From an optimization exercise on the open Yosys and OpenROAD flow, aimed at small area; shortcuts taken in it are not production practice.
The RTL was checked by simulation tests, not by an equivalence proof against the original design.

==> inputs of branch cedar <==
// sprite_compositor
module sprite_compositor #(
  parameter int unsigned         NUM_OBJ  = 4,
  parameter int unsigned         COORD_W  = 10,
  parameter int unsigned         COLOR_W  = 24,
  parameter logic [COLOR_W-1:0]  BG_COLOR = '0
) (
  input  logic                         clk_i,
  input  logic                         reset_i,
  input  logic [COORD_W-1:0]           pixel_x_i,
  input  logic [COORD_W-1:0]           pixel_y_i,
  input  logic                         display_enable_i,
  input  logic                         frame_start_i,
  input  logic                         color_mode_i,
  input  logic [NUM_OBJ*COORD_W-1:0]   obj_x_i,
  input  logic [NUM_OBJ*COORD_W-1:0]   obj_y_i,
  input  logic [NUM_OBJ*COORD_W-1:0]   obj_w_i,
  input  logic [NUM_OBJ*COORD_W-1:0]   obj_h_i,
  input  logic [NUM_OBJ-1:0]           obj_circle_i,
  input  logic [NUM_OBJ*COLOR_W-1:0]   obj_color_i,
  input  logic [NUM_OBJ-1:0]           obj_en_i,
  output logic [COLOR_W-1:0]           rgb_o,
  output logic                         rgb_valid_o,
  output logic [NUM_OBJ-1:0]           hit_o,
  output logic [NUM_OBJ-1:0]           overlap_flags_o
);
  logic [NUM_OBJ*(COORD_W+1)-1:0] sh_x_q, sh_y_q, base_x_d, base_y_d;
  logic [NUM_OBJ*COORD_W-1:0]     sh_w_q, sh_h_q;
  logic [NUM_OBJ-1:0]             sh_circle_q, sh_en_q;
  logic [NUM_OBJ*COLOR_W-1:0]     sh_color_q;
  always_ff @(posedge clk_i or posedge reset_i) begin
    if (reset_i)             sh_en_q <= '0;
    else if (frame_start_i)  sh_en_q <= obj_en_i;
  end
  for (genvar i = 0; i < NUM_OBJ; i++) begin : g_base
    logic [COORD_W-2:0] r;
    logic [COORD_W:1]   cx, cy;
    assign r = obj_circle_i[i] ? obj_w_i[i*COORD_W+1 +: COORD_W-1] : '0;
    for (genvar b = 0; b < COORD_W; b++) begin : g_bit
      localparam int X = i*COORD_W + b;
      localparam int B = i*(COORD_W+1) + b;
      if (b == 0) begin : g_ha
        sprite_compositor_ha u_x (.a(obj_x_i[X]), .b(r[b]), .s(base_x_d[B]), .co(cx[b+1]));
        sprite_compositor_ha u_y (.a(obj_y_i[X]), .b(r[b]), .s(base_y_d[B]), .co(cy[b+1]));
      end else if (b == COORD_W - 1) begin : g_top
        sprite_compositor_ha u_x (.a(obj_x_i[X]), .b(cx[b]), .s(base_x_d[B]), .co(cx[b+1]));
  ...
Settings: LEC_CHECK=0, CAP_MARGIN=20, CORE_MARGIN=2, CORE_UTILIZATION=65, CTS_BUF_LIST=sky130_fd_sc_hd__clkbuf_8, CTS_CLUSTER_DIAMETER=60, CTS_CLUSTER_SIZE=16, GPL_TIMING_DRIVEN=0, PLACE_DENSITY=0.75, SETUP_SLACK_MARGIN=0.1, SLEW_MARGIN=20, SYNTH_HIERARCHICAL=1, SYNTH_MINIMUM_KEEP_SIZE=0; clock period 9.0 ns.
standard.sh (not shown) runs the stock make flow with config.mk's settings and CLKGATE_MAP_FILE= SYNTH_SCRIPT=/design/flow/synth_recipe.tcl, a recipe that flattens the netlist after the stock synthesis.
==> flow/flow/run.sh <==
#!/bin/bash
# The standard layout, with plain buf_1 cells as the port buffers
# (instead of the default choice, clkdlybuf4s50_1).
set -euo pipefail
export BUFFER_PORTS_ARGS="-buffer_cell sky130_fd_sc_hd__buf_1"
bash standard.sh > standard.log 2>&1
==> inputs of branch amber, as changes to branch cedar <==
Settings changed: CORE_UTILIZATION 65 to 75, CTS_BUF_LIST sky130_fd_sc_hd__clkbuf_8 to default, CTS_CLUSTER_DIAMETER 60 to 100, CTS_CLUSTER_SIZE 16 to 24, PLACE_DENSITY 0.75 to 0.82.
==> notes.md <==
metal2 WL=40,500 um; CP Buf/Inv Count=4; first-pass GRT wire length=130,500 um; Reg2Reg Launch Point=sh_w_q[26]; final core occ=83.24%; Die H=210.4 um; FF-to-FF End=rgb1_q[2]; status=timing/DRC/antenna clean; worst-path fanout max=15; max incr delay on CP=0.78 ns; fraction of area in multi-input gates=59.75%
(the above is from branch amber)
==> notes.md <==
#MultiIn Comb=2,045; CP Buf/Inv Count=3; Die H=225.7 um; Reg2Reg Launch Point=sh_w_q[36]; max incr delay on CP=0.69 ns; final core occ=71.93%; worst-path fanout max=24; first-pass GRT wire length=125,500 um; FF-to-FF End=rgb1_q[23]; status=timing/DRC/antenna clean; commonest non-fill, non-tap cell in the layout=fa_1
(the above is from branch cedar)


==> run a <==
Another version of the RTL of sprite_compositor (not shown whole).
// sprite_compositor
module sprite_compositor #(
  parameter int unsigned         NUM_OBJ  = 4,
  parameter int unsigned         COORD_W  = 10,
  parameter int unsigned         COLOR_W  = 24,
  parameter logic [COLOR_W-1:0]  BG_COLOR = '0
) (
  input  logic                         clk_i,
  input  logic                         reset_i,
  input  logic [COORD_W-1:0]           pixel_x_i,
  input  logic [COORD_W-1:0]           pixel_y_i,
  input  logic                         display_enable_i,
  input  logic                         frame_start_i,
  input  logic                         color_mode_i,
  input  logic [NUM_OBJ*COORD_W-1:0]   obj_x_i,
  input  logic [NUM_OBJ*COORD_W-1:0]   obj_y_i,
  input  logic [NUM_OBJ*COORD_W-1:0]   obj_w_i,
  input  logic [NUM_OBJ*COORD_W-1:0]   obj_h_i,
  input  logic [NUM_OBJ-1:0]           obj_circle_i,
  input  logic [NUM_OBJ*COLOR_W-1:0]   obj_color_i,
  input  logic [NUM_OBJ-1:0]           obj_en_i,
  output logic [COLOR_W-1:0]           rgb_o,
  output logic                         rgb_valid_o,
  output logic [NUM_OBJ-1:0]           hit_o,
  output logic [NUM_OBJ-1:0]           overlap_flags_o
);
==> flow/config.mk <==
export PLATFORM = sky130hd
export DESIGN_NAME = sprite_compositor
export DESIGN_NICKNAME = sprite_compositor
export VERILOG_FILES = /design/flow/design.v
export SDC_FILE = /design/flow/constraint.sdc
export NUM_CORES = 4
export LEC_CHECK = 0
export CAP_MARGIN = 20
export CORE_MARGIN = 2
export CORE_UTILIZATION = 65
export CTS_CLUSTER_DIAMETER = 100
export CTS_CLUSTER_SIZE = 24
export GPL_TIMING_DRIVEN = 0
export PLACE_DENSITY = 0.75
export SETUP_SLACK_MARGIN = 0.1
export SLEW_MARGIN = 20
export SYNTH_HIERARCHICAL = 1
export SYNTH_MINIMUM_KEEP_SIZE = 0
==> flow/constraint.sdc <==
create_clock -name core_clock -period 9.0 [get_ports {clk_i}]
set_input_delay 1.8000 -clock core_clock [delete_from_list [all_inputs] [get_ports {clk_i}]]
set_output_delay 1.8000 -clock core_clock [all_outputs]
set_load 0.01 [all_outputs]
Scripts as last shown in full above: flow/flow/run.sh
==> run b (differences from run a) <==
CTS_CLUSTER_DIAMETER = unset   (was 100)
CTS_CLUSTER_SIZE = unset   (was 24)
SETUP_SLACK_MARGIN = unset   (was 0.1)
==> notes.md <==
- Between run a and run b, the lower register-to-register slack is in run b (gap 40 ps).
- Area after synthesis is the same in run b and run a.
- Of run b and run a, run a has the higher sequential share of layout area (gap 0.51 points).
- In run b the final area is larger than in run a, by 1.9%.
- Between run b and run a, the lower global-route usage is in run a (gap 0.90 points).
==> figures <==
quantity                                                                                run a               run b
Total wirelength of the detailed-routed design                                        88.2 mm             90.1 mm
Largest incremental delay on the critical path                                         570 ps              820 ps
GR Util All Layers                                                                      33.9%               34.8%
Worst R2R End                                                              rgb1_q[15]$_DFF_P_  rgb1_q[12]$_DFF_P_
Post-CTS setup buffers                                                                      3                   0
Portion of the layout cell area used by clock cells                                     1.99%               3.99%
Result of the run                                                    timing/DRC/antenna clean  timing/DRC/antenna clean
Multi-input combinational area share                                                    60.3%               59.1%
Worst-path clk slew                                                                    100 ps               60 ps
Portion of the clock cycle consumed by the worst path in the final layout               96.5%               97.8%

separate check: timing with driven ports:
How much do the figures lean on ideal ports? The routed layouts below were timed once more, with nothing changed but the port constraints.
Step 1 assumes that a clkbuf_16 drives the clock port and a buf_2 every other input.
Step 2 adds t to the input delays and takes it off the output delays; t is the mean of the earliest and latest rising clock arrival at the registers after step 1. Input paths then give back, and output paths get back, about the clock's delay inside the block.
Three values: ideal, step 1, step 2; two values: the first two.
run	t (ns)	setup slack, ns	slew at the worst register clock pin (ns)	worst data-port slew with drivers (ns)
branch cedar	0.664	0.310 / 0.341 / -0.323	0.10 / 0.10	0.11
branch amber	0.648	0.151 / 0.189 / -0.459	0.10 / 0.10	0.12
run a	0.635	0.313 / 0.351 / -0.284	0.10 / 0.10	0.12
run b	0.649	0.195 / 0.232 / -0.416	0.07 / 0.07	0.12
With both steps, setup timing fails in every run listed, where it was met with ideal ports. For branch cedar, which loses most, drivers alone change the setup slack by +0.031 ns; drivers and shift together by -0.633 ns.
